From an optimization exercise on the open Yosys and OpenROAD flow, aimed at small area, a short achievable clock period and few clock cycles per item; shortcuts taken in it are not production practice. RTL that was checked went through simulation tests only; none was proved equivalent to the original. Function not checked in run 3: the RTL went through the layout flow alone.

File: flow/run.sh
#!/bin/bash
# synth_recipe.tcl (not shown) runs the flow's synth.tcl, then flattens the netlist and writes it again
# the make line also repeats each setting of config.mk as NAME=value (left out here)
make -C /OpenROAD-flow-scripts/flow DESIGN_CONFIG=/design/flow/config.mk WORK_HOME=/design/flow/orfs CLKGATE_MAP_FILE= SYNTH_SCRIPT=/design/flow/synth_recipe.tcl finish
File: flow/config.mk
export PLATFORM = sky130hd
export DESIGN_NAME = marked_cell_distance
export DESIGN_NICKNAME = marked_cell_distance
export VERILOG_FILES = /design/flow/design.v
export SDC_FILE = /design/flow/constraint.sdc
export NUM_CORES = 4
export LEC_CHECK = 0
export ABC_CLOCK_PERIOD_IN_PS = 2500
export CAP_MARGIN = 20
export CORE_MARGIN = 2
export CORE_UTILIZATION = 40
export SETUP_SLACK_MARGIN = 3.8
export SLEW_MARGIN = 20
File: flow/constraint.sdc
create_clock -name core_clock -period 6.5 [get_ports {aclk}]
set_input_delay 1.3000 -clock core_clock [delete_from_list [all_inputs] [get_ports {aclk}]]
set_output_delay 1.3000 -clock core_clock [all_outputs]
set_load 0.01 [all_outputs]
File: flow/design.v
`timescale 1ns / 1ps
package mcd_pkg;
    localparam int PT_W   = 11;
    localparam int CHAR_W = 8;
    localparam int DIST_W = 14;
    localparam int N_W    = 28;               
    localparam int X_W    = 29;               
    localparam logic [CHAR_W-1:0] CHAR_NEWLINE = 8'd10;
    localparam logic [CHAR_W-1:0] CHAR_MARK    = 8'd42;
    localparam logic REG_POINT_COL = 1'b0;
    localparam logic REG_POINT_ROW = 1'b1;
endpackage
`timescale 1ns / 1ps
module mcd_front (
    input  logic                         aclk,
    input  logic                         aresetn,
    input  logic                         adv,
    input  logic                         s_tvalid,
    input  logic [mcd_pkg::CHAR_W-1:0]   s_tdata,
    input  logic                         cfg_wen,
    input  logic                         cfg_index,
    input  logic [mcd_pkg::PT_W-1:0]     cfg_data,
    output logic                         v_o,
    output logic                         nl_o,
    output logic [mcd_pkg::X_W-1:0]      x_o
);
    logic [mcd_pkg::PT_W-1:0] pcol_reg, prow_reg;
    logic [mcd_pkg::PT_W-1:0] col_reg, row_reg;     
    logic                     accept, is_nl, is_mark;
    logic [mcd_pkg::PT_W:0]   ex, ey, fx, fy;
    logic [mcd_pkg::PT_W-1:0] dx, dy;
    logic                     va_reg, vb_reg, vc_reg, vd_reg;
    logic                     nla_reg, nlb_reg, nlc_reg, nld_reg;
    logic [mcd_pkg::PT_W-1:0] dxa_reg, dya_reg;
    logic [23:0]              sb_reg, cb_reg;
    logic [22:0]              mc_reg;
    logic [mcd_pkg::N_W-1:0]  nd_reg;
    logic [23:0]              pp_s, pp_c;
    logic [29:0]              n_full;
    assign accept  = s_tvalid && adv;
    assign is_nl   = (s_tdata == mcd_pkg::CHAR_NEWLINE);
    assign is_mark = (s_tdata == mcd_pkg::CHAR_MARK);
    assign ex = {1'b0, pcol_reg} - {1'b0, col_reg};
    assign fx = {1'b0, col_reg} - {1'b0, pcol_reg};
    assign ey = {1'b0, prow_reg} - {1'b0, row_reg};
    assign fy = {1'b0, row_reg} - {1'b0, prow_reg};
    assign dx = ex[mcd_pkg::PT_W] ? fx[mcd_pkg::PT_W-1:0] : ex[mcd_pkg::PT_W-1:0];
    assign dy = ey[mcd_pkg::PT_W] ? fy[mcd_pkg::PT_W-1:0] : ey[mcd_pkg::PT_W-1:0];
    mcd_sqsum u_sqsum (
        .a (dxa_reg),
        .b (dya_reg),
        .s (pp_s),
        .c (pp_c)
    );
    assign n_full = {mc_reg, 6'd0} + {1'b0, mc_reg, 5'd0} + {5'd0, mc_reg, 2'd0};
    always_ff @(posedge aclk) begin
        if (!aresetn) begin
            pcol_reg <= '0;
            prow_reg <= '0;
            col_reg  <= 11'd1;
            row_reg  <= 11'd1;
            va_reg   <= 1'b0;
            vb_reg   <= 1'b0;
            vc_reg   <= 1'b0;
            vd_reg   <= 1'b0;
        end else begin
            if (cfg_wen) begin
                if (cfg_index == mcd_pkg::REG_POINT_COL) pcol_reg <= cfg_data;
                else                                     prow_reg <= cfg_data;
            end
            if (accept) begin
                if (is_nl) begin
                    col_reg <= 11'd1;
                    if (!row_reg[10]) row_reg <= row_reg + 11'd1;
                end else if (!col_reg[10]) begin
                    col_reg <= col_reg + 11'd1;
                end
            end
            if (adv) begin
                va_reg <= accept && (is_nl || is_mark);
                vb_reg <= va_reg;
                vc_reg <= vb_reg;
                vd_reg <= vc_reg;
            end
        end
    end
    always_ff @(posedge aclk) begin
        if (adv) begin
            nla_reg <= is_nl;
            dxa_reg <= dx;
            dya_reg <= dy;
            nlb_reg <= nla_reg;
            sb_reg  <= pp_s;
            cb_reg  <= pp_c;
            nlc_reg <= nlb_reg;
            mc_reg  <= 23'(sb_reg + cb_reg);
            nld_reg <= nlc_reg;
            nd_reg  <= (|n_full[29:28]) ? {mcd_pkg::N_W{1'b1}} : n_full[27:0];
        end
    end
    assign v_o  = vd_reg;
    assign nl_o = nld_reg;
    assign x_o  = {1'b0, nd_reg};
endmodule
module mcd_sqsum (
    input  logic [10:0] a,
    input  logic [10:0] b,
    output logic [23:0] s,
    output logic [23:0] c
);
    logic w1, w2, w3, w4, w5, w6, w7, w8, w9, w10, w11, w12, w13, w14, w15, w16, w17, w18, w19, w20, w21, w22, w23, w24, w25, w26, w27, w28, w29, w30, w31, w32, w33, w34, w35, w36, w37, w38, w39, w40, w41, w42, w43, w44, w45, w46, w47, w48, w49, w50, w51, w52, w53, w54, w55, w56, w57, w58, w59, w60, w61, w62, w63, w64, w65, w66, w67, w68, w69, w70, w71, w72, w73, w74, w75, w76, w77, w78, w79, w80, w81, w82, w83, w84, w85, w86, w87, w88, w89, w90, w91, w92, w93, w94, w95, w96, w97, w98, w99, w100, w101, w102, w103, w104, w105, w106, w107, w108, w109, w110, w111, w112, w113, w114, w115, w116, w117, w118, w119, w120, w121, w122, w123, w124, w125, w126, w127, w128, w129, w130, w131, w132, w133, w134, w135, w136, w137, w138, w139, w140, w141, w142, w143, w144, w145, w146, w147, w148, w149, w150, w151, w152, w153, w154, w155, w156, w157, w158, w159, w160, w161, w162, w163, w164, w165, w166, w167, w168, w169, w170, w171, w172, w173, w174, w175, w176, w177, w178, w179, w180, w181, w182, w183, w184, w185, w186, w187, w188, w189, w190, w191, w192, w193, w194, w195, w196, w197, w198, w199, w200, w201, w202;
    assign w1 = (a[0] & a[7]) ^ (a[1] & a[6]);
    assign w2 = (a[0] & a[7]) & (a[1] & a[6]);
    assign w3 = (a[0] & a[9]) ^ (a[1] & a[8]) ^ (a[2] & a[7]);
    assign w4 = ((a[0] & a[9]) & (a[1] & a[8])) | ((a[0] & a[9]) & (a[2] & a[7])) | ((a[1] & a[8]) & (a[2] & a[7]));
    assign w5 = (a[3] & a[6]) ^ (a[4] & a[5]);
    assign w6 = (a[3] & a[6]) & (a[4] & a[5]);
    assign w7 = (a[0] & a[10]) ^ (a[1] & a[9]) ^ (a[2] & a[8]);
    assign w8 = ((a[0] & a[10]) & (a[1] & a[9])) | ((a[0] & a[10]) & (a[2] & a[8])) | ((a[1] & a[9]) & (a[2] & a[8]));
    assign w9 = (a[3] & a[7]) ^ (a[4] & a[6]);
    assign w10 = (a[3] & a[7]) & (a[4] & a[6]);
    assign w11 = (a[1] & a[10]) ^ (a[2] & a[9]) ^ (a[3] & a[8]);
    assign w12 = ((a[1] & a[10]) & (a[2] & a[9])) | ((a[1] & a[10]) & (a[3] & a[8])) | ((a[2] & a[9]) & (a[3] & a[8]));
    assign w13 = (a[4] & a[7]) ^ (a[5] & a[6]) ^ a[6];
    assign w14 = ((a[4] & a[7]) & (a[5] & a[6])) | ((a[4] & a[7]) & a[6]) | ((a[5] & a[6]) & a[6]);
    assign w15 = (b[1] & b[10]) ^ (b[2] & b[9]);
    assign w16 = (b[1] & b[10]) & (b[2] & b[9]);
    assign w17 = (a[2] & a[10]) ^ (a[3] & a[9]) ^ (a[4] & a[8]);
    assign w18 = ((a[2] & a[10]) & (a[3] & a[9])) | ((a[2] & a[10]) & (a[4] & a[8])) | ((a[3] & a[9]) & (a[4] & a[8]));
    assign w19 = (a[3] & a[10]) ^ (a[4] & a[9]) ^ (a[5] & a[8]);
    assign w20 = ((a[3] & a[10]) & (a[4] & a[9])) | ((a[3] & a[10]) & (a[5] & a[8])) | ((a[4] & a[9]) & (a[5] & a[8]));
    assign w21 = (a[0] & a[5]) ^ (a[1] & a[4]) ^ (a[2] & a[3]);
    assign w22 = ((a[0] & a[5]) & (a[1] & a[4])) | ((a[0] & a[5]) & (a[2] & a[3])) | ((a[1] & a[4]) & (a[2] & a[3]));
    assign w23 = (a[0] & a[6]) ^ (a[1] & a[5]);
    assign w24 = (a[0] & a[6]) & (a[1] & a[5]);
    assign w25 = w1 ^ (a[2] & a[5]) ^ (a[3] & a[4]);
    assign w26 = (w1 & (a[2] & a[5])) | (w1 & (a[3] & a[4])) | ((a[2] & a[5]) & (a[3] & a[4]));
    assign w27 = a[4] ^ (b[0] & b[7]) ^ (b[1] & b[6]);
    assign w28 = (a[4] & (b[0] & b[7])) | (a[4] & (b[1] & b[6])) | ((b[0] & b[7]) & (b[1] & b[6]));
    assign w29 = w2 ^ (a[0] & a[8]) ^ (a[1] & a[7]);
    assign w30 = (w2 & (a[0] & a[8])) | (w2 & (a[1] & a[7])) | ((a[0] & a[8]) & (a[1] & a[7]));
    assign w31 = (a[2] & a[6]) ^ (a[3] & a[5]) ^ (b[0] & b[8]);
    assign w32 = ((a[2] & a[6]) & (a[3] & a[5])) | ((a[2] & a[6]) & (b[0] & b[8])) | ((a[3] & a[5]) & (b[0] & b[8]));
    assign w33 = (b[1] & b[7]) ^ (b[2] & b[6]);
    assign w34 = (b[1] & b[7]) & (b[2] & b[6]);
    assign w35 = w3 ^ w5 ^ a[5];
    assign w36 = (w3 & w5) | (w3 & a[5]) | (w5 & a[5]);
    assign w37 = (b[0] & b[9]) ^ (b[1] & b[8]) ^ (b[2] & b[7]);
    assign w38 = ((b[0] & b[9]) & (b[1] & b[8])) | ((b[0] & b[9]) & (b[2] & b[7])) | ((b[1] & b[8]) & (b[2] & b[7]));
    assign w39 = (b[3] & b[6]) ^ (b[4] & b[5]) ^ b[5];
    assign w40 = ((b[3] & b[6]) & (b[4] & b[5])) | ((b[3] & b[6]) & b[5]) | ((b[4] & b[5]) & b[5]);
    assign w41 = w4 ^ w6 ^ w7;
    assign w42 = (w4 & w6) | (w4 & w7) | (w6 & w7);
    assign w43 = w9 ^ (b[0] & b[10]) ^ (b[1] & b[9]);
    assign w44 = (w9 & (b[0] & b[10])) | (w9 & (b[1] & b[9])) | ((b[0] & b[10]) & (b[1] & b[9]));
    assign w45 = (b[2] & b[8]) ^ (b[3] & b[7]) ^ (b[4] & b[6]);
    assign w46 = ((b[2] & b[8]) & (b[3] & b[7])) | ((b[2] & b[8]) & (b[4] & b[6])) | ((b[3] & b[7]) & (b[4] & b[6]));
    assign w47 = w8 ^ w10 ^ w11;
    assign w48 = (w8 & w10) | (w8 & w11) | (w10 & w11);
    assign w49 = w13 ^ w15 ^ (b[3] & b[8]);
    assign w50 = (w13 & w15) | (w13 & (b[3] & b[8])) | (w15 & (b[3] & b[8]));
    assign w51 = (b[4] & b[7]) ^ (b[5] & b[6]) ^ b[6];
    assign w52 = ((b[4] & b[7]) & (b[5] & b[6])) | ((b[4] & b[7]) & b[6]) | ((b[5] & b[6]) & b[6]);
    assign w53 = w12 ^ w14 ^ w16;
    assign w54 = (w12 & w14) | (w12 & w16) | (w14 & w16);
    assign w55 = w17 ^ (a[5] & a[7]) ^ (b[2] & b[10]);
    assign w56 = (w17 & (a[5] & a[7])) | (w17 & (b[2] & b[10])) | ((a[5] & a[7]) & (b[2] & b[10]));
    assign w57 = (b[3] & b[9]) ^ (b[4] & b[8]) ^ (b[5] & b[7]);
    assign w58 = ((b[3] & b[9]) & (b[4] & b[8])) | ((b[3] & b[9]) & (b[5] & b[7])) | ((b[4] & b[8]) & (b[5] & b[7]));
    assign w59 = w18 ^ w19 ^ (a[6] & a[7]);
    assign w60 = (w18 & w19) | (w18 & (a[6] & a[7])) | (w19 & (a[6] & a[7]));
    assign w61 = a[7] ^ (b[3] & b[10]) ^ (b[4] & b[9]);
    assign w62 = (a[7] & (b[3] & b[10])) | (a[7] & (b[4] & b[9])) | ((b[3] & b[10]) & (b[4] & b[9]));
    assign w63 = (b[5] & b[8]) ^ (b[6] & b[7]) ^ b[7];
    assign w64 = ((b[5] & b[8]) & (b[6] & b[7])) | ((b[5] & b[8]) & b[7]) | ((b[6] & b[7]) & b[7]);
    assign w65 = w20 ^ (a[4] & a[10]) ^ (a[5] & a[9]);
    assign w66 = (w20 & (a[4] & a[10])) | (w20 & (a[5] & a[9])) | ((a[4] & a[10]) & (a[5] & a[9]));
    assign w67 = (a[6] & a[8]) ^ (b[4] & b[10]) ^ (b[5] & b[9]);
    assign w68 = ((a[6] & a[8]) & (b[4] & b[10])) | ((a[6] & a[8]) & (b[5] & b[9])) | ((b[4] & b[10]) & (b[5] & b[9]));
    assign w69 = (a[5] & a[10]) ^ (a[6] & a[9]) ^ (a[7] & a[8]);
    assign w70 = ((a[5] & a[10]) & (a[6] & a[9])) | ((a[5] & a[10]) & (a[7] & a[8])) | ((a[6] & a[9]) & (a[7] & a[8]));
    assign w71 = a[8] ^ (b[5] & b[10]) ^ (b[6] & b[9]);
    assign w72 = (a[8] & (b[5] & b[10])) | (a[8] & (b[6] & b[9])) | ((b[5] & b[10]) & (b[6] & b[9]));
    assign w73 = (a[0] & a[3]) ^ (a[1] & a[2]) ^ a[2];
    assign w74 = ((a[0] & a[3]) & (a[1] & a[2])) | ((a[0] & a[3]) & a[2]) | ((a[1] & a[2]) & a[2]);
    assign w75 = (a[0] & a[4]) ^ (a[1] & a[3]);
    assign w76 = (a[0] & a[4]) & (a[1] & a[3]);
    assign w77 = w21 ^ a[3] ^ (b[0] & b[5]);
    assign w78 = (w21 & a[3]) | (w21 & (b[0] & b[5])) | (a[3] & (b[0] & b[5]));
    assign w79 = (b[1] & b[4]) ^ (b[2] & b[3]);
    assign w80 = (b[1] & b[4]) & (b[2] & b[3]);
    assign w81 = w22 ^ w23 ^ (a[2] & a[4]);
    assign w82 = (w22 & w23) | (w22 & (a[2] & a[4])) | (w23 & (a[2] & a[4]));
    assign w83 = (b[0] & b[6]) ^ (b[1] & b[5]) ^ (b[2] & b[4]);
    assign w84 = ((b[0] & b[6]) & (b[1] & b[5])) | ((b[0] & b[6]) & (b[2] & b[4])) | ((b[1] & b[5]) & (b[2] & b[4]));
    assign w85 = w24 ^ w25 ^ w27;
    assign w86 = (w24 & w25) | (w24 & w27) | (w25 & w27);
    assign w87 = (b[2] & b[5]) ^ (b[3] & b[4]) ^ b[4];
    assign w88 = ((b[2] & b[5]) & (b[3] & b[4])) | ((b[2] & b[5]) & b[4]) | ((b[3] & b[4]) & b[4]);
    assign w89 = w26 ^ w28 ^ w29;
    assign w90 = (w26 & w28) | (w26 & w29) | (w28 & w29);
    assign w91 = w31 ^ w33 ^ (b[3] & b[5]);
    assign w92 = (w31 & w33) | (w31 & (b[3] & b[5])) | (w33 & (b[3] & b[5]));
    assign w93 = w30 ^ w32 ^ w34;
    assign w94 = (w30 & w32) | (w30 & w34) | (w32 & w34);
    assign w95 = w35 ^ w37 ^ w39;
    assign w96 = (w35 & w37) | (w35 & w39) | (w37 & w39);
    assign w97 = w36 ^ w38 ^ w40;
    assign w98 = (w36 & w38) | (w36 & w40) | (w38 & w40);
    assign w99 = w41 ^ w43 ^ w45;
    assign w100 = (w41 & w43) | (w41 & w45) | (w43 & w45);
    assign w101 = w42 ^ w44 ^ w46;
    assign w102 = (w42 & w44) | (w42 & w46) | (w44 & w46);
    assign w103 = w47 ^ w49 ^ w51;
    assign w104 = (w47 & w49) | (w47 & w51) | (w49 & w51);
    assign w105 = w48 ^ w50 ^ w52;
    assign w106 = (w48 & w50) | (w48 & w52) | (w50 & w52);
    assign w107 = w53 ^ w55 ^ w57;
    assign w108 = (w53 & w55) | (w53 & w57) | (w55 & w57);
    assign w109 = w54 ^ w56 ^ w58;
    assign w110 = (w54 & w56) | (w54 & w58) | (w56 & w58);
    assign w111 = w59 ^ w61 ^ w63;
    assign w112 = (w59 & w61) | (w59 & w63) | (w61 & w63);
    assign w113 = w60 ^ w62 ^ w64;
    assign w114 = (w60 & w62) | (w60 & w64) | (w62 & w64);
    assign w115 = w65 ^ w67 ^ (b[6] & b[8]);
    assign w116 = (w65 & w67) | (w65 & (b[6] & b[8])) | (w67 & (b[6] & b[8]));
    assign w117 = w66 ^ w68 ^ w69;
    assign w118 = (w66 & w68) | (w66 & w69) | (w68 & w69);
    assign w119 = w71 ^ (b[7] & b[8]) ^ b[8];
    assign w120 = (w71 & (b[7] & b[8])) | (w71 & b[8]) | ((b[7] & b[8]) & b[8]);
    assign w121 = w70 ^ w72 ^ (a[6] & a[10]);
    assign w122 = (w70 & w72) | (w70 & (a[6] & a[10])) | (w72 & (a[6] & a[10]));
    assign w123 = (a[7] & a[9]) ^ (b[6] & b[10]) ^ (b[7] & b[9]);
    assign w124 = ((a[7] & a[9]) & (b[6] & b[10])) | ((a[7] & a[9]) & (b[7] & b[9])) | ((b[6] & b[10]) & (b[7] & b[9]));
    assign w125 = (a[7] & a[10]) ^ (a[8] & a[9]) ^ a[9];
    assign w126 = ((a[7] & a[10]) & (a[8] & a[9])) | ((a[7] & a[10]) & a[9]) | ((a[8] & a[9]) & a[9]);
    assign w127 = (b[7] & b[10]) ^ (b[8] & b[9]) ^ b[9];
    assign w128 = ((b[7] & b[10]) & (b[8] & b[9])) | ((b[7] & b[10]) & b[9]) | ((b[8] & b[9]) & b[9]);
    assign w129 = (a[0] & a[1]) ^ a[1];
    assign w130 = (a[0] & a[1]) & a[1];
    assign w131 = w73 ^ (b[0] & b[3]);
    assign w132 = w73 & (b[0] & b[3]);
    assign w133 = w74 ^ w75 ^ (b[0] & b[4]);
    assign w134 = (w74 & w75) | (w74 & (b[0] & b[4])) | (w75 & (b[0] & b[4]));
    assign w135 = w76 ^ w77 ^ w79;
    assign w136 = (w76 & w77) | (w76 & w79) | (w77 & w79);
    assign w137 = w78 ^ w80 ^ w81;
    assign w138 = (w78 & w80) | (w78 & w81) | (w80 & w81);
    assign w139 = w82 ^ w84 ^ w85;
    assign w140 = (w82 & w84) | (w82 & w85) | (w84 & w85);
    assign w141 = w86 ^ w88 ^ w89;
    assign w142 = (w86 & w88) | (w86 & w89) | (w88 & w89);
    assign w143 = w90 ^ w92 ^ w93;
    assign w144 = (w90 & w92) | (w90 & w93) | (w92 & w93);
    assign w145 = w94 ^ w96 ^ w97;
    assign w146 = (w94 & w96) | (w94 & w97) | (w96 & w97);
    assign w147 = w98 ^ w100 ^ w101;
    assign w148 = (w98 & w100) | (w98 & w101) | (w100 & w101);
    assign w149 = w102 ^ w104 ^ w105;
    assign w150 = (w102 & w104) | (w102 & w105) | (w104 & w105);
    assign w151 = w106 ^ w108 ^ w109;
    assign w152 = (w106 & w108) | (w106 & w109) | (w108 & w109);
    assign w153 = w110 ^ w112 ^ w113;
    assign w154 = (w110 & w112) | (w110 & w113) | (w112 & w113);
    assign w155 = w114 ^ w116 ^ w117;
    assign w156 = (w114 & w116) | (w114 & w117) | (w116 & w117);
    assign w157 = w118 ^ w120 ^ w121;
    assign w158 = (w118 & w120) | (w118 & w121) | (w120 & w121);
    assign w159 = w122 ^ w124 ^ w125;
    assign w160 = (w122 & w124) | (w122 & w125) | (w124 & w125);
    assign w161 = w126 ^ w128 ^ (a[8] & a[10]);
    assign w162 = (w126 & w128) | (w126 & (a[8] & a[10])) | (w128 & (a[8] & a[10]));
    assign w163 = (a[9] & a[10]) ^ a[10] ^ (b[9] & b[10]);
    assign w164 = ((a[9] & a[10]) & a[10]) | ((a[9] & a[10]) & (b[9] & b[10])) | (a[10] & (b[9] & b[10]));
    assign w165 = w129 ^ (b[0] & b[1]);
    assign w166 = w129 & (b[0] & b[1]);
    assign w167 = w130 ^ (a[0] & a[2]) ^ (b[0] & b[2]);
    assign w168 = (w130 & (a[0] & a[2])) | (w130 & (b[0] & b[2])) | ((a[0] & a[2]) & (b[0] & b[2]));
    assign w169 = w131 ^ (b[1] & b[2]) ^ b[2];
    assign w170 = (w131 & (b[1] & b[2])) | (w131 & b[2]) | ((b[1] & b[2]) & b[2]);
    assign w171 = w132 ^ w133 ^ (b[1] & b[3]);
    assign w172 = (w132 & w133) | (w132 & (b[1] & b[3])) | (w133 & (b[1] & b[3]));
    assign w173 = w134 ^ w135 ^ b[3];
    assign w174 = (w134 & w135) | (w134 & b[3]) | (w135 & b[3]);
    assign w175 = w136 ^ w137 ^ w83;
    assign w176 = (w136 & w137) | (w136 & w83) | (w137 & w83);
    assign w177 = w138 ^ w139 ^ w87;
    assign w178 = (w138 & w139) | (w138 & w87) | (w139 & w87);
    assign w179 = w140 ^ w141 ^ w91;
    assign w180 = (w140 & w141) | (w140 & w91) | (w141 & w91);
    assign w181 = w142 ^ w143 ^ w95;
    assign w182 = (w142 & w143) | (w142 & w95) | (w143 & w95);
    assign w183 = w144 ^ w145 ^ w99;
    assign w184 = (w144 & w145) | (w144 & w99) | (w145 & w99);
    assign w185 = w146 ^ w147 ^ w103;
    assign w186 = (w146 & w147) | (w146 & w103) | (w147 & w103);
    assign w187 = w148 ^ w149 ^ w107;
    assign w188 = (w148 & w149) | (w148 & w107) | (w149 & w107);
    assign w189 = w150 ^ w151 ^ w111;
    assign w190 = (w150 & w151) | (w150 & w111) | (w151 & w111);
    assign w191 = w152 ^ w153 ^ w115;
    assign w192 = (w152 & w153) | (w152 & w115) | (w153 & w115);
    assign w193 = w154 ^ w155 ^ w119;
    assign w194 = (w154 & w155) | (w154 & w119) | (w155 & w119);
    assign w195 = w156 ^ w157 ^ w123;
    assign w196 = (w156 & w157) | (w156 & w123) | (w157 & w123);
    assign w197 = w158 ^ w159 ^ w127;
    assign w198 = (w158 & w159) | (w158 & w127) | (w159 & w127);
    assign w199 = w160 ^ w161 ^ (b[8] & b[10]);
    assign w200 = (w160 & w161) | (w160 & (b[8] & b[10])) | (w161 & (b[8] & b[10]));
    assign w201 = w162 ^ w163 ^ b[10];
    assign w202 = (w162 & w163) | (w162 & b[10]) | (w163 & b[10]);
    assign s = {1'b0, 1'b0, w202, w200, w198, w196, w194, w192, w190, w188, w186, w184, w182, w180, w178, w176, w174, w172, w170, w168, w166, w165, 1'b0, a[0]};
    assign c = {1'b0, 1'b0, w164, w201, w199, w197, w195, w193, w191, w189, w187, w185, w183, w181, w179, w177, w175, w173, w171, w169, w167, b[1], 1'b0, b[0]};
endmodule
`timescale 1ns / 1ps
module mcd_sqrt_step #(
    parameter int K = 0
) (
    input  logic [mcd_pkg::X_W-1:0] x,
    output logic [mcd_pkg::X_W-1:0] y
);
    localparam int RW = K + 5;      
    localparam int DW = K + 6;      
    logic [13:0]   q;
    logic [RW-1:0] rp;
    logic [DW-1:0] d1, d2, d3;
    logic [1:0]    dig;
    logic [K+2:0]  rn;
    assign q  = 14'(x >> (mcd_pkg::X_W - K));
    assign rp = x[mcd_pkg::X_W-1-K -: RW];
    assign d1 = DW'(rp) - DW'({q, 3'b001});                        
    assign d2 = DW'(rp) - DW'({q, 4'b0100});                       
    assign d3 = DW'(rp) - DW'({q, 4'b0000}) - DW'({q, 3'b000}) - DW'(9);   
    always_comb begin
        if (!d3[DW-1]) begin
            dig = 2'd3;
            rn  = d3[K+2:0];
        end else if (!d2[DW-1]) begin
            dig = 2'd2;
            rn  = d2[K+2:0];
        end else if (!d1[DW-1]) begin
            dig = 2'd1;
            rn  = d1[K+2:0];
        end else begin
            dig = 2'd0;
            rn  = rp[K+2:0];
        end
    end
    assign y = (mcd_pkg::X_W'({q, dig}) << (mcd_pkg::X_W - 2 - K))
             | (mcd_pkg::X_W'(rn) << (24 - 2 * K))
             | (x & ((mcd_pkg::X_W'(1) << (24 - 2 * K)) - mcd_pkg::X_W'(1)));
endmodule
module mcd_sqrt_cell #(
    parameter int K = 0
) (
    input  logic                     aclk,
    input  logic                     aresetn,
    input  logic                     adv,
    input  logic                     v_i,
    input  logic                     nl_i,
    input  logic [mcd_pkg::X_W-1:0]  x_i,
    output logic                     v_o,
    output logic                     nl_o,
    output logic [mcd_pkg::X_W-1:0]  x_o
);
    logic                     v_reg, nl_reg;
    logic [mcd_pkg::X_W-1:0]  x_reg, x_next;
    mcd_sqrt_step #(.K(K)) u_step (.x(x_i), .y(x_next));
    always_ff @(posedge aclk) begin
        if (!aresetn)  v_reg <= 1'b0;
        else if (adv)  v_reg <= v_i;
    end
    always_ff @(posedge aclk) begin
        if (adv) begin
            nl_reg <= nl_i;
            x_reg  <= x_next;
        end
    end
    assign v_o  = v_reg;
    assign nl_o = nl_reg;
    assign x_o  = x_reg;
endmodule
`timescale 1ns / 1ps
module mcd_out (
    input  logic                        aclk,
    input  logic                        aresetn,
    input  logic                        v_i,
    input  logic                        nl_i,
    input  logic [mcd_pkg::X_W-1:0]     x_i,
    input  logic                        m_tready,
    output logic                        adv,
    output logic                        s_tready,
    output logic                        m_tvalid,
    output logic [15:0]                 m_tdata,
    output logic [0:0]                  m_tuser
);
    logic [13:0] q, q1;
    logic [14:0] r;
    logic        up;
    logic [14:0] word;            
    logic        h_valid, b_valid, b_valid_next, rdy_reg;
    logic [14:0] h_word, b_word;
    logic        take;
    assign q  = x_i[28:15];
    assign r  = x_i[14:0];
    assign q1 = q + 14'd1;
    assign up = (r > {1'b0, q});
    always_comb begin
        if (nl_i)                 word = {1'b1, 14'd0};
        else if (up && (&q))      word = {1'b0, 14'h3FFF};
        else if (up)              word = {1'b0, q1};
        else                      word = {1'b0, q};
    end
    assign adv  = !b_valid;
    assign take = h_valid && m_tready;
    always_comb begin
        if (!h_valid || take) b_valid_next = 1'b0;
        else                  b_valid_next = b_valid || (adv && v_i);
    end
    always_ff @(posedge aclk) begin
        if (!aresetn) begin
            h_valid <= 1'b0;
            b_valid <= 1'b0;
            rdy_reg <= 1'b0;
        end else begin
            if (!h_valid || take) h_valid <= b_valid || (adv && v_i);
            b_valid <= b_valid_next;
            rdy_reg <= b_valid_next;
        end
    end
    always_ff @(posedge aclk) begin
        if (!h_valid || take) begin
            h_word <= b_valid ? b_word : word;
        end
        if (!b_valid) begin
            b_word <= word;
        end
    end
    assign s_tready = !rdy_reg;
    assign m_tvalid = h_valid;
    assign m_tdata  = {2'b00, h_word[13:0]};
    assign m_tuser  = h_word[14];
endmodule
`timescale 1ns / 1ps
module marked_cell_distance #(
    parameter int MAX_COLS = 1024,
    parameter int MAX_ROWS = 1024
) (
    input  logic                        aclk,
    input  logic                        aresetn,
    input  logic                        s_tvalid,
    output logic                        s_tready,
    input  logic [7:0]                  s_tdata,    
    output logic                        m_tvalid,
    input  logic                        m_tready,
    output logic [15:0]                 m_tdata,    
    output logic [0:0]                  m_tuser,    
    input  logic                        cfg_wen,
    input  logic                        cfg_index,
    input  logic [mcd_pkg::PT_W-1:0]    cfg_data
);
    localparam int NS = 7;     
    logic                                adv;
    logic [NS:0]                         v_c, nl_c;
    logic [NS:0][mcd_pkg::X_W-1:0]       x_c;
    mcd_front u_front (
        .aclk      (aclk),
        .aresetn   (aresetn),
        .adv       (adv),
        .s_tvalid  (s_tvalid),
        .s_tdata   (s_tdata),
        .cfg_wen   (cfg_wen),
        .cfg_index (cfg_index),
        .cfg_data  (cfg_data),
        .v_o       (v_c[0]),
        .nl_o      (nl_c[0]),
        .x_o       (x_c[0])
    );
    for (genvar i = 0; i < NS; i++) begin : g_cell
        mcd_sqrt_cell #(
            .K (2 * i)
        ) u_cell (
            .aclk    (aclk),
            .aresetn (aresetn),
            .adv     (adv),
            .v_i     (v_c[i]),
            .nl_i    (nl_c[i]),
            .x_i     (x_c[i]),
            .v_o     (v_c[i+1]),
            .nl_o    (nl_c[i+1]),
            .x_o     (x_c[i+1])
        );
    end
    mcd_out u_out (
        .aclk     (aclk),
        .aresetn  (aresetn),
        .v_i      (v_c[NS]),
        .nl_i     (nl_c[NS]),
        .x_i      (x_c[NS]),
        .m_tready (m_tready),
        .adv      (adv),
        .s_tready (s_tready),
        .m_tvalid (m_tvalid),
        .m_tdata  (m_tdata),
        .m_tuser  (m_tuser)
    );
endmodule
==> results of run 1 <==
## cell usage after synthesis, types with 44 or more instances
| library cell | instances | share of area, % |
|---|---|---|
| nand2_1 | 227 | 2.8 |
| a21o_1 | 60 | 1.5 |
| o21ai_0 | 111 | 1.8 |
| mux2i_1 | 65 | 2.1 |
| nor2_1 | 126 | 1.5 |
| ha_1 | 360 | 15 |
| inv_1 | 397 | 4.8 |
| dfxtp_1 | 72 | 4.7 |
| fa_1 | 146 | 9.5 |
| nor3_1 | 62 | 1.0 |
| xor2_1 | 56 | 1.6 |
| clkbuf_1 | 50 | 0.61 |
| xnor2_1 | 124 | 3.5 |
| nor2b_1 | 53 | 1.1 |
| o21a_1 | 44 | 1.1 |
| edfxtp_1 | 337 | 33 |
| a21oi_1 | 153 | 2.5 |
| and2_1 | 84 | 1.7 |
## worst min-delay path by stage
| stage | endpoint | slack [ns] | cells after the start |
|---|---|---|---|
| 2_1_floorplan | g_cell[0].u_cell.nl_reg | 0.40 | 0 |
| 3_3_place_gp | g_cell[0].u_cell.x_reg[10] | 0.40 | 0 |
| 3_5_place_dp | g_cell[0].u_cell.x_reg[14] | 0.40 | 0 |
| 4_1_cts | g_cell[0].u_cell.x_reg[14] | 0.41 | 0 |
| 5_1_grt | g_cell[3].u_cell.x_reg[9] | 0.42 | 0 |
| 6_report | g_cell[0].u_cell.x_reg[14] | 0.41 | 0 |
## cell families after synthesis
group / count (synthesis) / share of synthesized area (%)
mux: 76 / 2.55
buf+inv: 464 / 5.77
simple gates: 726 / 11.7
xor+xnor: 180 / 5.12
fa+ha+maj: 506 / 24.1
other cells: 1 / 0.0122
compound gates: 610 / 13.2
flops: 409 / 37.6
## critical path, cell delays in order (launching register included)
cell and delay (ns):
edfxtp_1 0.44, ha_1 0.31, fa_1 0.51, inv_2 0.05, ha_4 0.26, o21a_1 0.12
o31a_1 0.27, o2111ai_4 0.16, a21boi_2 0.23, o31ai_4 0.08, buf_4 0.15, a21oi_4 0.35
mux2_4 0.33
## stage by stage
stage	hold WS, ns	setup slack (ns)	utilization [%]	cell area [um^2]	std cells
finish	0.409	3.01	50.0	38000	4315
global route	0.420	2.89	50.0	38000	4315
CTS	0.411	3.02	48.6	36900	4258
detailed placement	0.405	2.51	43.0	32700	3988
global placement	0.401	2.61	43.0	32700	3988
floorplan	0.400	0.0452	-	31400	2973
## final cells by class
| type | instances | area (um^2) | share of cell area, % |
|---|---|---|---|
| flip-flops and latches | 409 | 11600 | 30.4 |
| well taps | 1030 | 1290 | 3.39 |
| multi-input cells | 2106 | 19400 | 51.1 |
| inverters | 398 | 1500 | 3.95 |
| clock inverters | 21 | 176 | 0.464 |
| repair buffers | 287 | 2680 | 7.04 |
| clock buffers | 64 | 1400 | 3.68 |
## routing by layer
layer	GRT usage, %	part of all wire [%]	wire [um]
met5	0	0	0
met4	4.24	1.7	1200
met3	2.83	3.8	2650
met2	30.6	50	34900
met1	22.5	45	31400
## repair_timing
item / in CTS / in global routing
resized for setup: 273 / 163
cloned: 10 / 0
pin swaps: 107 / 89
setup endpoints to repair: 205 / 181
buffers inserted: 175 / 57
==> impl_table.tex, run 1 <==
\begin{tabular}{lr}
\hline
Metric & Value \\
\hline
\multicolumn{2}{l}{\textbf{Job}} \\
\quad Max-capacitance violation count & 0 \\
\multicolumn{2}{l}{\textbf{Placement}} \\
\quad DP HPWL & 48.3 mm \\
\quad Global placer's final weighted congestion & between 0.8 and 0.9 \\
\quad IO buf count & slightly above 40 \\
\multicolumn{2}{l}{\textbf{Yosys}} \\
\quad Number of warnings reported in the yosys synthesis log & 16 \\
\quad Post-synth EDFFs & $\sim$340 \\
\quad Synth Flop Type & edfxtp\_1 \\
\quad Number of library cell types mapped by synthesis & 86 \\
\quad Mean instance size in the synthesized netlist & between 10 and 15 um\^{}2 \\
\quad Share of the yosys chip area belonging to registers & roughly 38\% \\
\quad Post-synthesis instance area & just over 30000 um\^{}2 \\
\quad Synthesized instance count & $\sim$3000 \\
\quad Proportion of synthesized flip-flops having asynchronous set or reset & 0\% \\
\quad Post-synthesis sequential element count & about 410 \\
\multicolumn{2}{l}{\textbf{Clock network}} \\
\quad H-tree depth & 2 \\
\quad Maximum buffer depth of the clock tree & 3 \\
\quad CTS tree & done \\
\quad Skew-Pair Late Insertion Delay & 0.59 ns \\
\quad \# hold bufs at CTS & 0 \\
\quad TritonCTS sink count & $\sim$400 \\
\quad Post-CTS clock slew at the launch and capture registers of the worst setup and hold paths & 0.06 ns \\
\quad Clock root buffer master & clkbuf\_16 \\
\quad TritonCTS Buffers & 47 \\
\multicolumn{2}{l}{\textbf{Worst setup path}} \\
\quad Setup slack, reg-to-reg & about 3 ns \\
\quad WP data arrival & 3.83 ns \\
\quad CP Capture Type & flip-flop \\
\quad Worst Setup Start Kind & flip-flop \\
\quad Worst R2R Start & g\_cell[4].u\_cell.x\_reg[20] \\
\quad Worst setup path class & flip-flop to flip-flop \\
\quad Max FO, Critical Path & 5 \\
\quad Worst setup path end & g\_cell[5].u\_cell.x\_reg[14] \\
\quad Reg2reg end & g\_cell[5].u\_cell.x\_reg[14] \\
\quad Critical path launch point & g\_cell[4].u\_cell.x\_reg[20] \\
\quad Cell depth of the worst flop-to-flop path & 12 \\
\quad Worst endpoint required time & $\sim$6.8 ns \\
\multicolumn{2}{l}{\textbf{STA}} \\
\quad Final critical-path required period & about 3.5 ns \\
\quad Slew Viols, Final & 0 \\
\quad Fmax & approximately 290 MHz \\
\quad Setup clock skew after layout & between 0.04 and 0.05 ns \\
\quad Final hold violation count & 0 \\
\quad Final count of negative-setup-slack endpoints & 0 \\
\quad Setup repair after global routing missed its margin & true \\
\quad Worst Tran Pin Value & 0.885 ns \\
\quad Summed negative setup slack over all endpoints & 0 ns \\
\quad Crit share post-route & a little over half \\
\quad Rel. slew slack & roughly two fifths \\
\multicolumn{2}{l}{\textbf{Drt}} \\
\quad Total vias in the final route & between 20000 and 25000 \\
\quad Detailed Route Iter0 Violations & 1152 \\
\quad Routed WL per cell & approximately 16 um \\
\quad Final WL & 70.2 mm \\
\quad Number of detailed-routing iterations run before antenna repair & 5 \\
\quad Post-DR vias/cell & 5.16 \\
\quad Remaining DRCs & 0 \\
\quad ANT nets after route & 0 \\
\multicolumn{2}{l}{\textbf{Global routing}} \\
\quad Number of global-route vias before repair & around 23000 \\
\quad Pin count of the biggest net entering global routing & roughly 150 \\
\quad Number of antenna violations at the first check in global routing & 0 \\
\quad All-layer global routing usage & 17.5\% \\
\quad First-pass GRT wire length & 114 mm \\
\quad Total congestion overflow & 0 \\
\multicolumn{2}{l}{\textbf{Die}} \\
\quad Die area & just under 80000 um\^{}2 \\
\quad Height of the die & about 280 um \\
\quad IO Count & 44 \\
\quad Total number of placement rows & 101 \\
\quad Initial Util & between 40\% and 50\% \\
\quad DIE WIDTH & between 200 and 300 um \\
\quad Area of the placeable core & approximately 76000 um\^{}2 \\
\multicolumn{2}{l}{\textbf{Outcome}} \\
\quad Run status & complete, no violations \\
\multicolumn{2}{l}{\textbf{Cells and area}} \\
\quad Max reg flops & around 200 \\
\quad Diodes inserted & 0 \\
\quad Fraction of layout instances using a drive strength above 1 & $\sim$22\% \\
\quad Net total in the final layout & around 3800 \\
\quad Fillers & approximately 6800 \\
\quad Top library cells by usage in the layout, fill and taps aside & 337 x inv\_1, 337 x edfxtp\_1, 314 x ha\_1, 196 x nand2\_1, 167 x buf\_4 \\
\quad Relative area change from synthesis to final layout & 23.5\% \\
\multicolumn{2}{l}{\textbf{Worst hold path}} \\
\quad Worst hold path type & flip-flop to flip-flop \\
\quad Hold path start & u\_front.nd\_reg[14] \\
\hline
\end{tabular}
Testbench counts, summed over its fixed seeds: cycles 32,104, items 32,000.
==> inputs of run 2 (changes only) <==
--- a/flow/config.mk
+++ b/flow/config.mk
@@ -5,9 +5,9 @@
 export SDC_FILE = /design/flow/constraint.sdc
 export NUM_CORES = 4
 export LEC_CHECK = 0
-export ABC_CLOCK_PERIOD_IN_PS = 2500
+export ABC_CLOCK_PERIOD_IN_PS = 2800
 export CAP_MARGIN = 20
 export CORE_MARGIN = 2
 export CORE_UTILIZATION = 40
-export SETUP_SLACK_MARGIN = 3.8
+export SETUP_SLACK_MARGIN = 3.5
 export SLEW_MARGIN = 20
==> run 2 against run 1 <==
Against the previous run: wire length increased by 0.16%; fmax grew 0.63%; synthesized area unchanged; register-to-register slack better by 0.02 ns; count of clock-buffer cells in the layout down 3; clock skew decreased by 0.0045 ns; die area stayed put; highest routed layer is now met5.
==> impl_table.tex, run 2 <==
\begin{tabular}{lr}
\hline
Metric & Value \\
\hline
\multicolumn{2}{l}{\textbf{Outcome}} \\
\quad Run status & complete, no violations \\
\multicolumn{2}{l}{\textbf{Clock network}} \\
\quad H-tree depth & 2 \\
\quad \# hold bufs at CTS & 0 \\
\quad Skew-Pair Late Insertion Delay & between 0.6 and 0.7 ns \\
\quad Clock root buffer master & clkbuf\_16 \\
\quad Post-CTS clock slew at the launch and capture registers of the worst setup and hold paths & around 0.070 ns \\
\quad TritonCTS Buffers & 48 \\
\quad Maximum buffer depth of the clock tree & 3 \\
\quad TritonCTS sink count & between 400 and 500 \\
\quad CTS tree & done \\
\multicolumn{2}{l}{\textbf{Cells and area}} \\
\quad Relative area change from synthesis to final layout & 21.7\% \\
\quad Fillers & about 6800 \\
\quad Max reg flops & 197 \\
\quad Register area & approximately 12000 um\^{}2 \\
\quad Final instance area & between 30000 and 40000 um\^{}2 \\
\quad Fraction of layout instances using a drive strength above 1 & 18.8\% \\
\quad Diodes inserted & 0 \\
\quad Combined area of the multi-input logic cells & approximately 19000 um\^{}2 \\
\quad Final cell count without fillers & 4282 \\
\quad Commonest non-fill, non-tap cell in the layout & inv\_1 \\
\quad Top library cells by usage in the layout, fill and taps aside & 356 x inv\_1, 337 x edfxtp\_1, 319 x ha\_1, 204 x nand2\_1, 150 x buf\_4 \\
\quad Net total in the final layout & about 3700 \\
\multicolumn{2}{l}{\textbf{Drt}} \\
\quad Post-DR vias/cell & 5.22 \\
\quad Final WL & 70.3 mm \\
\quad Routed WL per cell & about 16 um \\
\quad Number of detailed-routing iterations run before antenna repair & 5 \\
\quad Remaining DRCs & 0 \\
\quad ANT nets after route & 0 \\
\quad Detailed Route Iter0 Violations & 1251 \\
\quad Total vias in the final route & $\sim$22000 \\
\multicolumn{2}{l}{\textbf{STA}} \\
\quad Worst Tran Pin Value & just over 1 ns \\
\quad Final count of negative-setup-slack endpoints & 0 \\
\quad Crit share post-route & roughly 53\% \\
\quad Final critical-path required period & 3.47 ns \\
\quad Rel. slew slack & $\sim$30\% \\
\quad Slew Viols, Final & 0 \\
\quad Setup clock skew after layout & 0.0371 ns \\
\quad Setup repair after global routing missed its margin & true \\
\quad Fmax & 288 MHz \\
\quad Worst setup slack after layout & just over 3 ns \\
\quad Summed negative setup slack over all endpoints & 0 ns \\
\quad Final hold violation count & 0 \\
\multicolumn{2}{l}{\textbf{Yosys}} \\
\quad Synthesized instance count & $\sim$3000 \\
\quad Post-synthesis compound-gate area fraction & between 10\% and 20\% \\
\quad Adder and majority cell fraction of the synthesized area & roughly a quarter \\
\quad Dominant combinational cell family by area after synthesis & adder cells \\
\quad Proportion of synthesized flip-flops having asynchronous set or reset & 0\% \\
\quad Multiplexer area fraction after synthesis & between 2 and 3\% \\
\quad Synth Flop Type & edfxtp\_1 \\
\quad Post-synthesis sequential element count & a little over 400 \\
\quad Most frequently used cell type in the post-synthesis netlist & inv\_1 \\
\quad Number of library cell types mapped by synthesis & between 80 and 90 \\
\quad Top cell type by total area after synthesis & edfxtp\_1 \\
\quad Simple-gate area share of the yosys netlist & roughly an eighth \\
\quad Cells taking the most area after synthesis & edfxtp\_1 33\%, ha\_1 15\%, fa\_1 9.5\% \\
\quad Post-synthesis share of cell area spent on xor and xnor gates & 5.12\% \\
\quad Mean instance size in the synthesized netlist & 10.4 um\^{}2 \\
\quad Number of warnings reported in the yosys synthesis log & 16 \\
\quad Area fraction of the dominant cell type after synthesis & between 30\% and 40\% \\
\quad Share of the yosys chip area belonging to registers & $\sim$38\% \\
\quad Post-synth EDFFs & 337 \\
\quad Post-synthesis instance area & a little over 30000 um\^{}2 \\
\quad Top cell types by occurrence after synthesis & 397 x inv\_1, 360 x ha\_1, 337 x edfxtp\_1 \\
\multicolumn{2}{l}{\textbf{Worst setup path}} \\
\quad Worst setup path class & flip-flop to flip-flop \\
\quad Worst endpoint required time & just under 7 ns \\
\quad CP Capture Type & flip-flop \\
\quad Critical path launch point & g\_cell[4].u\_cell.x\_reg[22] \\
\quad Max FO, Critical Path & 4 \\
\quad Worst Setup Start Kind & flip-flop \\
\quad WP data arrival & 3.84 ns \\
\quad Worst R2R Start & g\_cell[4].u\_cell.x\_reg[22] \\
\multicolumn{2}{l}{\textbf{Global routing}} \\
\quad Pin count of the biggest net entering global routing & approximately 170 \\
\quad Number of global-route vias before repair & around 23000 \\
\quad Number of antenna violations at the first check in global routing & 2 \\
\quad All-layer global routing usage & 17.7\% \\
\quad First-pass GRT wire length & roughly 110 mm \\
\quad Total congestion overflow & 0 \\
\multicolumn{2}{l}{\textbf{Placement}} \\
\quad DP Area & about 33000 um\^{}2 \\
\quad Minimum setup slack after placement & about 2.6 ns \\
\quad Placed Instances & roughly 4000 \\
\quad IO buf count & 41 \\
\quad DP HPWL & between 40 and 50 mm \\
\quad Global placer's final weighted congestion & 0.869 \\
\multicolumn{2}{l}{\textbf{Die}} \\
\quad IO Count & 44 \\
\quad Initial Util & between 40 and 50\% \\
\quad Total number of placement rows & 101 \\
\quad Die area & $\sim$79000 um\^{}2 \\
\quad Area of the placeable core & 76100 um\^{}2 \\
\quad Height of the die & around 280 um \\
\quad DIE WIDTH & approximately 280 um \\
\multicolumn{2}{l}{\textbf{Worst hold path}} \\
\quad Hold path start & g\_cell[0].u\_cell.x\_reg[17] \\
\quad Worst hold path type & flip-flop to flip-flop \\
\multicolumn{2}{l}{\textbf{Job}} \\
\quad Max-capacitance violation count & 0 \\
\hline
\end{tabular}
-- run 2: worst max-delay path: stages (launching register included) --
cell and delay, ns:
edfxtp_1 0.47, ha_1 0.34, fa_1 0.50, inv_2 0.05, ha_4 0.15, or4_4 0.53, o2111ai_4 0.21, a21boi_2 0.10
o31ai_4 0.20, buf_4 0.16, a21oi_4 0.08, buf_4 0.19, mux2_4 0.28
-- run 2: final timing paths --
check	depth (start not counted)	to	slack [ns]
max	12	g_cell[5].u_cell.x_reg[14]	3.03
min	0	g_cell[1].u_cell.x_reg[17]	0.41
max reg2reg	12	g_cell[5].u_cell.x_reg[14]	3.03
min reg2reg	0	g_cell[1].u_cell.x_reg[17]	0.41
-- run 2: cell type report --
cell class | count | area share [%]
clock buffer | 61 | 3.50
clock inverter | 27 | 1.06
inverter | 398 | 4.00
multi-input combinational | 2105 | 50.9
sequential | 409 | 30.9
tap | 1030 | 3.44
timing repair buffer | 252 | 6.23
-- run 2: per-stage QoR --
stage	hold WS (ns)	utilization (%)
4_1_cts	0.409	48.0
3_3_place_gp	0.404	42.8
3_5_place_dp	0.405	42.8
2_1_floorplan	0.400	-
5_1_grt	0.409	49.2
6_report	0.406	49.2
-- run 2: kinds of logic after synthesis --
kind of cell               count (synthesis)
other                                      1
xor gates and xnor gates                 180
AOI/OAI and AO/OA                        610
muxes                                     76
DFF                                      409
buffers and inverters                    464
adders and majority gates                506
and+or+nand+nor                          726
-- run 2: metal layers --
| layer | wire (um) | share of wire, % | track usage, % |
|---|---|---|---|
| met5 | 8 | 0.011 | 0 |
| met4 | 2250 | 3.2 | 5.88 |
| met3 | 2520 | 3.6 | 2.23 |
| met2 | 34600 | 49 | 30.8 |
| met1 | 30900 | 44 | 22.6 |
-- run 2: what timing repair did --
action / CTS / global route
buffers inserted: 134 / 65
cloned: 7 / 1
resized for setup: 230 / 97
setup endpoints to repair: 149 / 160
pin swaps: 86 / 51
==> inputs of run 3 (changes only) <==
--- a/flow/design.v
+++ b/flow/design.v
@@ -14,7 +14,7 @@
 module mcd_front (
     input  logic                         aclk,
     input  logic                         aresetn,
-    input  logic                         adv,
+    input  logic                         s_tready,
     input  logic                         s_tvalid,
     input  logic [mcd_pkg::CHAR_W-1:0]   s_tdata,
     input  logic                         cfg_wen,
@@ -22,6 +22,7 @@
     input  logic [mcd_pkg::PT_W-1:0]     cfg_data,
     output logic                         v_o,
     output logic                         nl_o,
+    output logic                         w_acc_o,
     output logic [mcd_pkg::X_W-1:0]      x_o
 );
     logic [mcd_pkg::PT_W-1:0] pcol_reg, prow_reg;
@@ -37,7 +38,7 @@
     logic [mcd_pkg::N_W-1:0]  nd_reg;
     logic [23:0]              pp_s, pp_c;
     logic [29:0]              n_full;
-    assign accept  = s_tvalid && adv;
+    assign accept  = s_tvalid && s_tready;
     assign is_nl   = (s_tdata == mcd_pkg::CHAR_NEWLINE);
     assign is_mark = (s_tdata == mcd_pkg::CHAR_MARK);
     assign ex = {1'b0, pcol_reg} - {1'b0, col_reg};
@@ -76,28 +77,25 @@
                     col_reg <= col_reg + 11'd1;
                 end
             end
-            if (adv) begin
-                va_reg <= accept && (is_nl || is_mark);
-                vb_reg <= va_reg;
-                vc_reg <= vb_reg;
-                vd_reg <= vc_reg;
-            end
+            va_reg <= accept && (is_nl || is_mark);
+            vb_reg <= va_reg;
+            vc_reg <= vb_reg;
+            vd_reg <= vc_reg;
         end
     end
     always_ff @(posedge aclk) begin
-        if (adv) begin
-            nla_reg <= is_nl;
-            dxa_reg <= dx;
-            dya_reg <= dy;
-            nlb_reg <= nla_reg;
-            sb_reg  <= pp_s;
-            cb_reg  <= pp_c;
-            nlc_reg <= nlb_reg;
-            mc_reg  <= 23'(sb_reg + cb_reg);
-            nld_reg <= nlc_reg;
-            nd_reg  <= (|n_full[29:28]) ? {mcd_pkg::N_W{1'b1}} : n_full[27:0];
-        end
+        nla_reg <= is_nl;
+        dxa_reg <= dx;
+        dya_reg <= dy;
+        nlb_reg <= nla_reg;
+        sb_reg  <= pp_s;
+        cb_reg  <= pp_c;
+        nlc_reg <= nlb_reg;
+        mc_reg  <= 23'(sb_reg + cb_reg);
+        nld_reg <= nlc_reg;
+        nd_reg  <= (|n_full[29:28]) ? {mcd_pkg::N_W{1'b1}} : n_full[27:0];
     end
+    assign w_acc_o = accept && (is_nl || is_mark);
     assign v_o  = vd_reg;
     assign nl_o = nld_reg;
     assign x_o  = {1'b0, nd_reg};
@@ -319,7 +317,9 @@
     parameter int K = 0
 ) (
     input  logic [mcd_pkg::X_W-1:0] x,
-    output logic [mcd_pkg::X_W-1:0] y
+    input  logic [15:0]             u,
+    output logic [mcd_pkg::X_W-1:0] y,
+    output logic [15:0]             u_o
 );
     localparam int RW = K + 5;      
     localparam int DW = K + 6;      
@@ -328,24 +328,31 @@
     logic [DW-1:0] d1, d2, d3;
     logic [1:0]    dig;
     logic [K+2:0]  rn;
+    logic [15:0]   um, up;
     assign q  = 14'(x >> (mcd_pkg::X_W - K));
     assign rp = x[mcd_pkg::X_W-1-K -: RW];
-    assign d1 = DW'(rp) - DW'({q, 3'b001});                        
-    assign d2 = DW'(rp) - DW'({q, 4'b0100});                       
-    assign d3 = DW'(rp) - DW'({q, 4'b0000}) - DW'({q, 3'b000}) - DW'(9);   
+    assign d1 = DW'(rp) - DW'({q, 3'b001});        
+    assign d2 = DW'(rp) - DW'({q, 4'b0100});       
+    assign d3 = DW'(rp) - DW'({u, 3'b001});        
+    assign um = u - 16'd1;
+    assign up = u + 16'd1;
     always_comb begin
         if (!d3[DW-1]) begin
             dig = 2'd3;
             rn  = d3[K+2:0];
+            u_o = {up[13:0], 2'b10};
         end else if (!d2[DW-1]) begin
             dig = 2'd2;
             rn  = d2[K+2:0];
+            u_o = {u[13:0], 2'b11};
         end else if (!d1[DW-1]) begin
             dig = 2'd1;
             rn  = d1[K+2:0];
+            u_o = {u[13:0], 2'b00};
         end else begin
             dig = 2'd0;
             rn  = rp[K+2:0];
+            u_o = {um[13:0], 2'b01};
         end
     end
     assign y = (mcd_pkg::X_W'({q, dig}) << (mcd_pkg::X_W - 2 - K))
@@ -357,52 +364,63 @@
 ) (
     input  logic                     aclk,
     input  logic                     aresetn,
-    input  logic                     adv,
     input  logic                     v_i,
     input  logic                     nl_i,
     input  logic [mcd_pkg::X_W-1:0]  x_i,
+    input  logic [15:0]              u_i,
     output logic                     v_o,
     output logic                     nl_o,
-    output logic [mcd_pkg::X_W-1:0]  x_o
+    output logic [mcd_pkg::X_W-1:0]  x_o,
+    output logic [15:0]              u_o
 );
     logic                     v_reg, nl_reg;
     logic [mcd_pkg::X_W-1:0]  x_reg, x_next;
-    mcd_sqrt_step #(.K(K)) u_step (.x(x_i), .y(x_next));
+    logic [K+3:0]             u_reg;
+    logic [15:0]              u_next;
+    mcd_sqrt_step #(.K(K)) u_step (.x(x_i), .u(u_i), .y(x_next), .u_o(u_next));
     always_ff @(posedge aclk) begin
-        if (!aresetn)  v_reg <= 1'b0;
-        else if (adv)  v_reg <= v_i;
+        if (!aresetn) v_reg <= 1'b0;
+        else          v_reg <= v_i;
     end
     always_ff @(posedge aclk) begin
-        if (adv) begin
-            nl_reg <= nl_i;
-            x_reg  <= x_next;
-        end
+        nl_reg <= nl_i;
+        x_reg  <= x_next;
+        u_reg  <= u_next[K+3:0];
     end
     assign v_o  = v_reg;
     assign nl_o = nl_reg;
     assign x_o  = x_reg;
+    assign u_o  = 16'(u_reg);
 endmodule
 `timescale 1ns / 1ps
-module mcd_out (
+module mcd_out #(
+    parameter int QN = 7,                  
+    parameter int QB = (QN > 1) ? $clog2(QN) : 1
+) (
     input  logic                        aclk,
     input  logic                        aresetn,
+    input  logic                        w_acc,       
     input  logic                        v_i,
     input  logic                        nl_i,
     input  logic [mcd_pkg::X_W-1:0]     x_i,
     input  logic                        m_tready,
-    output logic                        adv,
     output logic                        s_tready,
     output logic                        m_tvalid,
     output logic [15:0]                 m_tdata,
     output logic [0:0]                  m_tuser
 );
-    logic [13:0] q, q1;
-    logic [14:0] r;
-    logic        up;
-    logic [14:0] word;            
-    logic        h_valid, b_valid, b_valid_next, rdy_reg;
-    logic [14:0] h_word, b_word;
-    logic        take;
+    localparam int CW = $clog2(QN + 2);
+    logic [13:0]   q, q1;
+    logic [14:0]   r;
+    logic          up;
+    logic [14:0]   word;            
+    logic          h_valid, rdy_reg, take, h_free;
+    logic [14:0]   h_word;
+    logic [14:0]   mem [QN];
+    logic [QB-1:0] wp, rp;
+    logic [QB:0]   qcnt;
+    logic [CW-1:0] cnt, cnt_next;
+    logic          q_empty, push, pop;
     assign q  = x_i[28:15];
     assign r  = x_i[14:0];
     assign q1 = q + 14'd1;
@@ -413,32 +431,39 @@
         else if (up)              word = {1'b0, q1};
         else                      word = {1'b0, q};
     end
-    assign adv  = !b_valid;
-    assign take = h_valid && m_tready;
+    assign take    = h_valid && m_tready;
+    assign h_free  = !h_valid || take;
+    assign q_empty = (qcnt == '0);
+    assign pop     = h_free && !q_empty;
+    assign push    = v_i && !(h_free && q_empty);
     always_comb begin
-        if (!h_valid || take) b_valid_next = 1'b0;
-        else                  b_valid_next = b_valid || (adv && v_i);
+        cnt_next = cnt;
+        if (w_acc && !take)      cnt_next = cnt + CW'(1);
+        else if (!w_acc && take) cnt_next = cnt - CW'(1);
     end
     always_ff @(posedge aclk) begin
         if (!aresetn) begin
             h_valid <= 1'b0;
-            b_valid <= 1'b0;
-            rdy_reg <= 1'b0;
+            rdy_reg <= 1'b1;
+            cnt     <= '0;
+            wp      <= '0;
+            rp      <= '0;
+            qcnt    <= '0;
         end else begin
-            if (!h_valid || take) h_valid <= b_valid || (adv && v_i);
-            b_valid <= b_valid_next;
-            rdy_reg <= b_valid_next;
+            if (h_free) h_valid <= v_i || !q_empty;
+            rdy_reg <= (cnt_next <= CW'(QN));
+            cnt     <= cnt_next;
+            if (push) wp <= (wp == QB'(QN - 1)) ? '0 : wp + QB'(1);
+            if (pop)  rp <= (rp == QB'(QN - 1)) ? '0 : rp + QB'(1);
+            if (push && !pop)      qcnt <= qcnt + (QB+1)'(1);
+            else if (pop && !push) qcnt <= qcnt - (QB+1)'(1);
         end
     end
     always_ff @(posedge aclk) begin
-        if (!h_valid || take) begin
-            h_word <= b_valid ? b_word : word;
-        end
-        if (!b_valid) begin
-            b_word <= word;
-        end
+        if (h_free) h_word <= q_empty ? word : mem[rp];
+        if (push)   mem[wp] <= word;
     end
-    assign s_tready = !rdy_reg;
+    assign s_tready = rdy_reg;
     assign m_tvalid = h_valid;
     assign m_tdata  = {2'b00, h_word[13:0]};
     assign m_tuser  = h_word[14];
@@ -462,13 +487,15 @@
     input  logic [mcd_pkg::PT_W-1:0]    cfg_data
 );
     localparam int NS = 7;     
-    logic                                adv;
+    logic                                w_acc;
     logic [NS:0]                         v_c, nl_c;
     logic [NS:0][mcd_pkg::X_W-1:0]       x_c;
+    logic [NS:0][15:0]                   u_c;
+    assign u_c[0] = 16'd1;      
     mcd_front u_front (
         .aclk      (aclk),
         .aresetn   (aresetn),
-        .adv       (adv),
+        .s_tready  (s_tready),
         .s_tvalid  (s_tvalid),
         .s_tdata   (s_tdata),
         .cfg_wen   (cfg_wen),
@@ -476,6 +503,7 @@
         .cfg_data  (cfg_data),
         .v_o       (v_c[0]),
         .nl_o      (nl_c[0]),
+        .w_acc_o   (w_acc),
         .x_o       (x_c[0])
     );
     for (genvar i = 0; i < NS; i++) begin : g_cell
@@ -484,13 +512,14 @@
         ) u_cell (
             .aclk    (aclk),
             .aresetn (aresetn),
-            .adv     (adv),
             .v_i     (v_c[i]),
             .nl_i    (nl_c[i]),
             .x_i     (x_c[i]),
+            .u_i     (u_c[i]),
             .v_o     (v_c[i+1]),
             .nl_o    (nl_c[i+1]),
-            .x_o     (x_c[i+1])
+            .x_o     (x_c[i+1]),
+            .u_o     (u_c[i+1])
         );
     end
     mcd_out u_out (
@@ -500,7 +529,7 @@
         .nl_i     (nl_c[NS]),
         .x_i      (x_c[NS]),
         .m_tready (m_tready),
-        .adv      (adv),
+        .w_acc    (w_acc),
         .s_tready (s_tready),
         .m_tvalid (m_tvalid),
         .m_tdata  (m_tdata),
--- a/flow/config.mk
+++ b/flow/config.mk
@@ -5,9 +5,9 @@
 export SDC_FILE = /design/flow/constraint.sdc
 export NUM_CORES = 4
 export LEC_CHECK = 0
-export ABC_CLOCK_PERIOD_IN_PS = 2800
+export ABC_CLOCK_PERIOD_IN_PS = 2500
 export CAP_MARGIN = 20
 export CORE_MARGIN = 2
 export CORE_UTILIZATION = 40
-export SETUP_SLACK_MARGIN = 3.5
+export SETUP_SLACK_MARGIN = 3.8
 export SLEW_MARGIN = 20
==> run 3 against run 2 <==
Against the previous run: hold slack worse by 0.11 ns; sequential share of layout area is 2.0 points higher; cell area is 3.5% higher; synthesized cell count is 13% higher; final cell count is 8.1% higher; critical path depth is 1 higher; die area is 5.0% higher; core utilization is 0.94 points lower; via count is 7.3% higher; count of clock-buffer cells in the layout is 16 higher; wire length is 8.4% higher.
==> impl_table.tex, run 3 <==
\begin{tabular}{lr}
\hline
Metric & Value \\
\hline
\multicolumn{2}{l}{\textbf{Cells and area}} \\
\quad Combined area of the multi-input logic cells & just under 20000 um\^{}2 \\
\quad Register area & $\sim$13000 um\^{}2 \\
\quad Fillers & about 7400 \\
\quad Commonest non-fill, non-tap cell in the layout & dfxtp\_1 \\
\quad Final instance area & a little under 40000 um\^{}2 \\
\quad Top library cells by usage in the layout, fill and taps aside & 385 x dfxtp\_1, 315 x inv\_1, 271 x ha\_1, 261 x nand2\_1, 156 x xnor2\_1 \\
\quad Final cell count without fillers & 4630 \\
\multicolumn{2}{l}{\textbf{Outcome}} \\
\quad Run status & complete, no violations \\
\multicolumn{2}{l}{\textbf{Clock network}} \\
\quad \# hold bufs at CTS & 0 \\
\quad Maximum buffer depth of the clock tree & 3 \\
\quad H-tree depth & 2 \\
\quad TritonCTS Buffers & $\sim$60 \\
\quad CTS tree & done \\
\quad Post-CTS clock slew at the launch and capture registers of the worst setup and hold paths & $\sim$0.070 ns \\
\multicolumn{2}{l}{\textbf{Drt}} \\
\quad Remaining DRCs & 0 \\
\quad Number of detailed-routing iterations run before antenna repair & 5 \\
\quad Detailed Route Iter0 Violations & roughly 1300 \\
\quad Routed WL per cell & between 15 and 20 um \\
\quad Post-DR vias/cell & 5.18 \\
\multicolumn{2}{l}{\textbf{Yosys}} \\
\quad Post-synthesis instance area & 32300 um\^{}2 \\
\quad Number of warnings reported in the yosys synthesis log & 16 \\
\quad Share of the yosys chip area belonging to registers & between 30 and 40\% \\
\quad Cells taking the most area after synthesis & dfxtp\_1 28\%, ha\_1 11\%, edfxtp\_1 11\% \\
\quad Number of library cell types mapped by synthesis & 85 \\
\quad Dominant combinational cell family by area after synthesis & adder cells \\
\quad Area fraction of the dominant cell type after synthesis & roughly 28\% \\
\quad Synth Flop Type & dfxtp\_1 \\
\quad Post-synthesis sequential element count & 570 \\
\quad Post-synth EDFFs & 120 \\
\quad Post-synthesis share of cell area spent on xor and xnor gates & under 10\% \\
\quad Multiplexer area fraction after synthesis & under 10\% \\
\multicolumn{2}{l}{\textbf{STA}} \\
\quad Worst Tran Pin Value & between 0.9 and 1 ns \\
\quad Rel. slew slack & 36.4\% \\
\quad Setup clock skew after layout & between 0.03 and 0.04 ns \\
\quad Fmax & approximately 290 MHz \\
\multicolumn{2}{l}{\textbf{Die}} \\
\quad Total number of placement rows & 104 \\
\quad DIE WIDTH & 288 um \\
\quad IO Count & 44 \\
\quad Area of the placeable core & around 80000 um\^{}2 \\
\quad Initial Util & just over 40\% \\
\multicolumn{2}{l}{\textbf{Global routing}} \\
\quad Pin count of the biggest net entering global routing & 65 \\
\quad All-layer global routing usage & 17.9\% \\
\quad Number of global-route vias before repair & approximately 23000 \\
\multicolumn{2}{l}{\textbf{Placement}} \\
\quad Placed Instances & $\sim$4400 \\
\quad IO buf count & between 40 and 50 \\
\multicolumn{2}{l}{\textbf{Worst hold path}} \\
\quad Worst hold path type & flip-flop to flip-flop \\
\multicolumn{2}{l}{\textbf{Worst setup path}} \\
\quad Worst Setup Start Kind & flip-flop \\
\hline
\end{tabular}
[run 3: cell count changes in the layout (fill, tap and decap cells not counted), moves of 24 or more]
cell             delta
and2_1             +27
nor2_1             +29
clkdlybuf4s50_1    -24
inv_1              -41
ha_1               -48
edfxtp_1          -217
o21ai_0            +56
nand2_1            +57
buf_6              -24
xnor2_1            +33
dfxtp_2            +44
fa_1               -41
buf_4              -52
dfxtp_1           +313
[run 3: layer usage]
layer  up-vias  wire, um  global-route usage (%)  share of wire, %
met5         -         0                       0                 0
met4         0      2120                    5.61               2.8
met3       128      2360                    1.94               3.1
met2       363     37200                    31.4                49
met1     11463     34500                    23.2                45
li1      12015         -                       -                 -
[run 3: final timing paths]
kind	start	endpoint	slack, ns	depth (start not counted)
hold reg to reg	u_front.nd_reg[7]	g_cell[0].u_cell.x_reg[7]	0.29	0
setup reg to reg	u_front.mc_reg[0]	u_front.nd_reg[6]	3.11	13
hold / removal	u_front.nd_reg[7]	g_cell[0].u_cell.x_reg[7]	0.29	0
setup / recovery	u_front.mc_reg[0]	u_front.nd_reg[6]	3.11	13
[run 3: worst max-delay path, stage by stage (launching register included)]
cell       delay (ns)
dfxtp_2          0.33
fa_1             0.48
ha_2             0.22
fa_2             0.34
a211o_1          0.31
a2111oi_4        0.35
o21ai_2          0.10
a311oi_2         0.30
o31a_1           0.23
o211ai_1         0.11
buf_4            0.19
o31ai_4          0.08
buf_12           0.18
nand2b_1         0.05
[run 3: per-stage QoR]
stage	hold WS, ns	setup WS, ns	util [%]
2_1_floorplan	0.310	3.27	-
3_3_place_gp	0.310	2.72	42.5
3_5_place_dp	0.312	2.63	42.5
4_1_cts	0.288	3.09	46.8
5_1_grt	0.301	2.94	48.3
6_report	0.292	3.11	48.3
[run 3: repair_timing]
action                     4_1_cts  5_1_grt
pin swaps                       68       70
cloned                           6        4
setup buffers                   67       52
resized for setup              224      189
setup endpoints to repair      379      263
[run 3: logic make-up (layout without fill, tap and decap cells)]
kind of cell	after synthesis	in the layout
fa+ha+maj	399	399
flops	570	570
other cells	1	2
compound gates	733	736
simple gates	922	925
buf+inv	448	639
mux	77	77
xor+xnor	222	222
[run 3: cell type report]
type                            instances  area share [%]
Multi-Input combinational cell       2361            50.7
Tap cell                             1060            3.42
Timing Repair Buffer                  180            4.24
Sequential cell                       570            32.9
Clock buffer                           77            4.24
Inverter                              348            3.40
Clock inverter                         34            1.17

[separate check: timing with driven ports]
Ports are ideal in the flow. The routed layouts listed here were re-timed in OpenROAD. Step 1 assumes that a clkbuf_16 drives the clock port and a buf_2 every other input. Step 2 moves the port delays by t, midway between the first and last clock arrival at a register: inputs arrive t later, outputs are due t later. That takes back most of the time a late clock gives input paths. Three values: ideal, step 1, step 2; two values: the first two.
run	t, ns	slack for setup (ns)	latest minus earliest clock arrival (ns)	slew at the worst register clock pin (ns)
run 1	0.631	3.011 / 3.011 / 3.011	0.043 / 0.043	0.06 / 0.06
run 2	0.665	3.033 / 3.033 / 2.963	0.038 / 0.037	0.07 / 0.07
run 3	0.665	3.110 / 3.110 / 3.110	0.033 / 0.032	0.07 / 0.07
After both steps setup and hold are still met in every run listed. For run 2, which loses most, drivers alone change the setup slack by 0.000 ns; drivers and shift together by -0.070 ns.
